From an optimization exercise on the open Yosys and OpenROAD flow, aimed at small area and a short achievable clock period; shortcuts taken in it are not production practice.
RTL that was checked went through simulation tests only; none was proved equivalent to the original.
Power figures rest on the tool's default switching activity, not on a simulated workload.

==> job 2291: inputs <==
==> flow/design.v <==
`default_nettype none
module osd_text_overlay #(
  parameter logic [9:0]  X0       = 10'd32,
  parameter logic [8:0]  Y0       = 9'd96,
  parameter logic [14:0] FG_COLOR = 15'h7FE0
) (
  input  logic       clk,
  input  logic       res,
  input  logic       ce,
  input  logic [9:0] osd_hcnt,
  input  logic [8:0] osd_vcnt,
  input  logic       osd_paper,
  input  logic       osd_blink,
  input  logic [4:0] in_red,
  input  logic [4:0] in_grn,
  input  logic [4:0] in_blu,
  input  logic       wr,
  input  logic       ctrl_wr,
  input  logic [7:0] addr,
  input  logic [7:0] d,
  input  logic [7:0] font_data,
  output logic [9:0] font_addr,
  output logic [4:0] out_red,
  output logic [4:0] out_grn,
  output logic [4:0] out_blu,
  output logic       busy
);
  localparam int KA = 6;               
  localparam int NG = 1 << (8 - KA);   
  localparam logic [7:0] C_BLANK = 8'h20;
  function automatic logic [7:0] phys(input logic [7:0] a);
    phys = {a[4:2] + 3'd1, a[1:0], ~a[7], a[6:5]};
  endfunction
  logic [7:0] mem [0:255];
  logic       busy_q, en_q;
  logic [7:0] cnt_q;
  logic       wb_we_q;
  logic [7:0] wb_pa_q;
  logic [7:0] wb_d_q;
  logic [7:0]      part_q [0:NG-1];
  logic [7-KA:0]   rhi_q;
  logic            byp_q;
  logic [7:0]      byp_d_q;
  logic        hit1_q, blink1_q;
  logic [2:0]  bit1_q, line1_q;
  logic [14:0] rgb1_q;
  logic        hit2_q, inv2_q;
  logic [7:0]  sel2_q;
  logic [14:0] rgb2_q;
  logic [9:0]  font_addr_q;
  logic [14:0] out_q;
  logic [9:0] w_dx;
  logic [8:0] w_dy;
  logic       w_hit;
  logic [7:0] w_pa;
  logic [7:0] w_c;
  logic       w_raw;
  logic [14:0] w_dim, w_on, w_off;
  assign w_dx  = osd_hcnt - X0;
  assign w_dy  = osd_vcnt - Y0;
  assign w_hit = osd_paper & en_q & (w_dx[9:8] == 2'b00) & (w_dy[8:6] == 3'b000);
  assign w_pa  = {osd_hcnt[7:3], osd_vcnt[5:3]};
  always_ff @(posedge clk) begin
    wb_we_q <= busy_q | wr;
    wb_pa_q <= phys(busy_q ? cnt_q : addr);
    wb_d_q  <= busy_q ? C_BLANK : d;
    if (wb_we_q) begin
      mem[wb_pa_q] <= wb_d_q;
    end
    if (ce) begin
      for (int g = 0; g < NG; g++) begin
        part_q[g] <= mem[{g[7-KA:0], w_pa[KA-1:0]}];
      end
      rhi_q   <= w_pa[7:KA];
      byp_q   <= wb_we_q & (wb_pa_q == w_pa);
      byp_d_q <= wb_d_q;
    end
  end
  assign w_c = byp_q ? byp_d_q : part_q[rhi_q];
  always_ff @(posedge clk or posedge res) begin
    if (res) begin
      busy_q <= 1'b0;
      cnt_q  <= 8'd0;
      en_q   <= 1'b0;
    end else begin
      if (ctrl_wr) begin
        en_q <= d[0];
      end
      if (ctrl_wr && d[1]) begin
        busy_q <= 1'b1;
        cnt_q  <= 8'd0;
      end else if (busy_q) begin
        if (cnt_q == 8'hFF) begin
          busy_q <= 1'b0;
        end
        cnt_q <= cnt_q + 8'd1;
      end
    end
  end
  assign w_raw = |(font_data & sel2_q);
  assign w_dim = {1'b0, rgb2_q[14:11], 1'b0, rgb2_q[9:6], 1'b0, rgb2_q[4:1]};
  assign w_on  = !hit2_q ? rgb2_q : (inv2_q ? w_dim : FG_COLOR);
  assign w_off = !hit2_q ? rgb2_q : (inv2_q ? FG_COLOR : w_dim);
  always_ff @(posedge clk or posedge res) begin
    if (res) begin
      hit1_q      <= 1'b0;
      bit1_q      <= 3'd0;
      line1_q     <= 3'd0;
      blink1_q    <= 1'b0;
      rgb1_q      <= 15'd0;
      hit2_q      <= 1'b0;
      sel2_q      <= 8'h80;
      inv2_q      <= 1'b0;
      rgb2_q      <= 15'd0;
      font_addr_q <= 10'd0;
      out_q       <= 15'd0;
    end else if (ce) begin
      hit1_q      <= w_hit;
      bit1_q      <= w_dx[2:0];
      line1_q     <= w_dy[2:0];
      blink1_q    <= osd_blink;
      rgb1_q      <= {in_red, in_grn, in_blu};
      font_addr_q <= {w_c[6:0], line1_q};
      inv2_q      <= w_c[7] & blink1_q;
      hit2_q      <= hit1_q;
      sel2_q      <= 8'h80 >> bit1_q;
      rgb2_q      <= rgb1_q;
      out_q       <= w_raw ? w_on : w_off;
    end
  end
  assign font_addr = font_addr_q;
  assign out_red   = out_q[14:10];
  assign out_grn   = out_q[9:5];
  assign out_blu   = out_q[4:0];
  assign busy      = busy_q;
endmodule
`default_nettype wire
==> flow/run.sh <==
#!/bin/bash
# synth_recipe.tcl (not shown) runs the flow's synth.tcl, then flattens the netlist and writes it again
# the make line also repeats each setting of config.mk as NAME=value (left out here)
make -C /OpenROAD-flow-scripts/flow DESIGN_CONFIG=/design/flow/config.mk WORK_HOME=/design/flow/orfs CLKGATE_MAP_FILE= SYNTH_SCRIPT=/design/flow/synth_recipe.tcl finish
==> flow/config.mk <==
export PLATFORM = sky130hd
export DESIGN_NAME = osd_text_overlay
export DESIGN_NICKNAME = osd_text_overlay
export VERILOG_FILES = /design/flow/design.v
export SDC_FILE = /design/flow/constraint.sdc
export NUM_CORES = 4
export LEC_CHECK = 0
export CAP_MARGIN = 20
export CORE_MARGIN = 2
export CORE_UTILIZATION = 40
export SLEW_MARGIN = 20
==> flow/constraint.sdc <==
create_clock -name core_clock -period 4.0 [get_ports {clk}]
set_input_delay 0.8000 -clock core_clock [delete_from_list [all_inputs] [get_ports {clk}]]
set_output_delay 0.8000 -clock core_clock [all_outputs]
set_load 0.01 [all_outputs]
==> job 4612: changes against job 2291 <==
==> flow/design.v (replaced) <==
`default_nettype none
module osd_text_overlay #(
  parameter logic [9:0]  X0       = 10'd32,
  parameter logic [8:0]  Y0       = 9'd96,
  parameter logic [14:0] FG_COLOR = 15'h7FE0
) (
  input  logic       clk,
  input  logic       res,
  input  logic       ce,
  input  logic [9:0] osd_hcnt,
  input  logic [8:0] osd_vcnt,
  input  logic       osd_paper,
  input  logic       osd_blink,
  input  logic [4:0] in_red,
  input  logic [4:0] in_grn,
  input  logic [4:0] in_blu,
  input  logic       wr,
  input  logic       ctrl_wr,
  input  logic [7:0] addr,
  input  logic [7:0] d,
  input  logic [7:0] font_data,
  output logic [9:0] font_addr,
  output logic [4:0] out_red,
  output logic [4:0] out_grn,
  output logic [4:0] out_blu,
  output logic       busy
);
  localparam int KA = 6;               
  localparam logic [7:0] C_BLANK = 8'h20;
  function automatic logic [7:0] phys(input logic [7:0] a);
    phys = {a[4:2] + 3'd1, a[1:0], ~a[7], a[6:5]};
  endfunction
  logic [7:0] mem [0:255];
  logic       busy_q, busy_o_q, en_q;
  logic [7:0] cnt_q;
  logic [15:0] wb_hi_n_q, wb_lo_n_q;
  logic [7:0]  wb_d_q;
  logic [7:0]      part_q [0:3];
  logic [7-KA:0]   rhi_q;
  logic            byp_q;
  logic [7:0]      byp_d_q;
  logic            ce_d_q;
  logic [7:0]      c_hold_q;
  logic [7:0]      w_c_new;
  logic        v1_q, v2_q;
  logic        hit1_q, blink1_q;
  logic [2:0]  bit1_q, line1_q;
  logic [14:0] rgb1_q;
  logic        hit2_q, inv2_q;
  logic [7:0]  sel2_q;
  logic [14:0] rgb2_q;
  logic [9:0]  font_addr_q;
  logic [14:0] out_q;
  logic [9:0] w_dx;
  logic [8:0] w_dy;
  logic       w_hit;
  logic [7:0] w_pa;
  logic [7:0] w_wa;
  logic       w_we;
  logic [7:0] w_c;
  logic       w_raw;
  logic [14:0] w_dim, w_on, w_off;
  assign w_dx  = osd_hcnt - X0;
  assign w_dy  = osd_vcnt - Y0;
  assign w_hit = osd_paper & en_q & (w_dx[9:8] == 2'b00) & (w_dy[8:6] == 3'b000);
  assign w_pa  = {osd_hcnt[7:3], osd_vcnt[5:3]};
  assign w_we = busy_q | wr;
  assign w_wa = phys(busy_q ? cnt_q : addr);
  always_ff @(posedge clk) begin
    wb_hi_n_q <= ~({15'd0, w_we} << w_wa[7:4]);
    wb_lo_n_q <= ~(16'd1 << w_wa[3:0]);
    wb_d_q  <= busy_q ? C_BLANK : d;
    for (int i = 0; i < 256; i++) begin
      if (!(wb_hi_n_q[i >> 4] || wb_lo_n_q[i & 15])) begin
        mem[i] <= wb_d_q;
      end
    end
    for (int g = 0; g < 4; g++) begin
      part_q[g] <= w_part[g];
    end
    rhi_q   <= w_pa[7:KA];
    byp_q   <= !(wb_hi_n_q[w_pa[7:4]] || wb_lo_n_q[w_pa[3:0]]);
    byp_d_q <= wb_d_q;
    ce_d_q  <= ce;
    if (ce_d_q) begin
      c_hold_q <= w_c_new;
    end
  end
  logic [7:0] w_v_oh, w_h_oh;
  logic [7:0] w_part [0:3];
  assign w_v_oh = 8'd1 << w_pa[2:0];
  assign w_h_oh = 8'd1 << w_pa[5:3];
  for (genvar g = 0; g < 4; g++) begin : g_grp
    for (genvar b = 0; b < 8; b++) begin : g_bit
      logic [7:0] t;
      for (genvar j = 0; j < 8; j++) begin : g_run
        logic [7:0] m;
        for (genvar i = 0; i < 8; i++) begin : g_ent
          assign m[i] = mem[g * 64 + j * 8 + i][b];
        end
        osd_aoi8 u_v (.d(m), .s(w_v_oh), .y(t[j]));
      end
      osd_aoi8 u_h (.d(t), .s(w_h_oh), .y(w_part[g][b]));
    end
  end
  assign w_c_new = byp_q ? byp_d_q : part_q[rhi_q];
  assign w_c     = ce_d_q ? w_c_new : c_hold_q;
  always_ff @(posedge clk or posedge res) begin
    if (res) begin
      busy_q   <= 1'b0;
      busy_o_q <= 1'b0;
      cnt_q    <= 8'd0;
      en_q     <= 1'b0;
    end else begin
      if (ctrl_wr) begin
        en_q <= d[0];
      end
      if (ctrl_wr && d[1]) begin
        busy_q   <= 1'b1;
        busy_o_q <= 1'b1;
        cnt_q    <= 8'd0;
      end else if (busy_q) begin
        if (cnt_q == 8'hFF) begin
          busy_q   <= 1'b0;
          busy_o_q <= 1'b0;
        end
        cnt_q <= cnt_q + 8'd1;
      end
    end
  end
  always_ff @(posedge clk) begin
    if (ce) begin
      hit1_q   <= w_hit;
      bit1_q   <= w_dx[2:0];
      line1_q  <= w_dy[2:0];
      blink1_q <= osd_blink;
      rgb1_q   <= {in_red, in_grn, in_blu};
      inv2_q   <= w_c[7] & blink1_q;
      hit2_q   <= hit1_q;
      sel2_q   <= 8'h80 >> bit1_q;
      rgb2_q   <= rgb1_q;
    end
  end
  assign w_raw = |(font_data & sel2_q);
  assign w_dim = {1'b0, rgb2_q[14:11], 1'b0, rgb2_q[9:6], 1'b0, rgb2_q[4:1]};
  assign w_on  = !v2_q ? 15'd0 : !hit2_q ? rgb2_q : (inv2_q ? w_dim : FG_COLOR);
  assign w_off = !v2_q ? 15'd0 : !hit2_q ? rgb2_q : (inv2_q ? FG_COLOR : w_dim);
  always_ff @(posedge clk or posedge res) begin
    if (res) begin
      v1_q        <= 1'b0;
      v2_q        <= 1'b0;
      font_addr_q <= 10'd0;
      out_q       <= 15'd0;
    end else if (ce) begin
      v1_q        <= 1'b1;
      v2_q        <= v1_q;
      font_addr_q <= {w_c[6:0], line1_q};
      out_q       <= w_raw ? w_on : w_off;
    end
  end
  assign font_addr = font_addr_q;
  assign out_red   = out_q[14:10];
  assign out_grn   = out_q[9:5];
  assign out_blu   = out_q[4:0];
  assign busy      = busy_o_q;
endmodule
module osd_aoi8 (
  input  logic [7:0] d,
  input  logic [7:0] s,
  output logic       y
);
  assign y = |(d & s);
endmodule
`default_nettype wire
CAP_MARGIN = 30   (was 20)
CTS_CLUSTER_DIAMETER = 60   (was not set)
CTS_CLUSTER_SIZE = 24   (was not set)
SETUP_SLACK_MARGIN = 2.0   (was not set)
SYNTH_HIERARCHICAL = 1   (was not set)
TNS_END_PERCENT = 20   (was not set)
==> metrics.md <==
| Metric | Value |
|---|---|
| Drt wl/cell | `about 30 µm` |
| Post-synth EDFFs | `approximately 2100` |
| Most frequent cells in the layout | `edfxtp_1, a22oi_1, nor2_1, nand4_1, clkbuf_16` |
| Net switching power | `between 9000 and 10000 µW` |
| Met1 wire length | `90040 µm` |
| Fraction of area in multi-input gates | `0.1526` |
| Setup WS pre-CTS | `between 0.2 and 0.3 ns` |
| Post-synthesis mux area share | `0.008654` |
| Crit path depth | `1` |
| Max Clk Rate | `approximately 460 MHz` |
| Vias | `between 40000 and 50000` |
| Sequential cell count | `2226` |
| Reg power frac | `0.601` |
| Layout Skew | `slightly above 0.04 ns` |
| Routability cong. | `between 0.8 and 0.9` |
| Vias per cell | `roughly 6.0` |
| Status | `complete, no violations` |
| Cts bufs inserted | `131` |
| WP data required | `approximately 3.2 ns` |
(the above is from job 4612)
==> metrics.md <==
| Metric | Value |
|---|---|
| Drt wl/cell | `roughly 30 µm` |
| Status | `complete, no violations` |
| Setup WS pre-CTS | `between 0.2 and 0.3 ns` |
| Vias | `about 43000` |
| Crit path depth | `5` |
| Net switching power | `approximately 11000 µW` |
| Post-synthesis mux area share | `0.1596` |
| Cts bufs inserted | `around 220` |
| Sequential cell count | `between 2000 and 2500` |
| Most frequent cells in the layout | `edfxtp_1, mux4_2, buf_4, nor2_1, clkbuf_16` |
| Reg power frac | `0.527` |
| Routability cong. | `around 0.85` |
(the above is from job 2291)
The RTL of job 2291 was laid out without a check of its function.

-- port drivers added, routing unchanged --
How much do the figures lean on ideal ports? The routed layouts below were timed once more, with nothing changed but the port constraints.
Step 1 sets driving cells, clkbuf_16 on the clock port and buf_2 on the other inputs (assumed; they add their load-dependent delay and slew).
Step 2 adds t to the input delays and takes it off the output delays; t is the mean of the earliest and latest rising clock arrival at the registers after step 1. Input paths then give back, and output paths get back, about the clock's delay inside the block.
a / b / c = ideal / step 1 / step 2; a / b = the first two.
run | shift t [ns] | setup slack, ns | hold slack, ns
job 2291 | 0.936 | 0.740 / 0.703 / 0.273 | 0.393 / 0.323 / 0.478
job 4612 | 0.878 | 1.844 / 1.760 / 1.006 | 0.261 / 0.200 / 0.421
After both steps every run listed still meets setup and hold. The setup slack of job 4612, which loses most, moves by -0.084 ns with the drivers and by -0.838 ns with both steps.
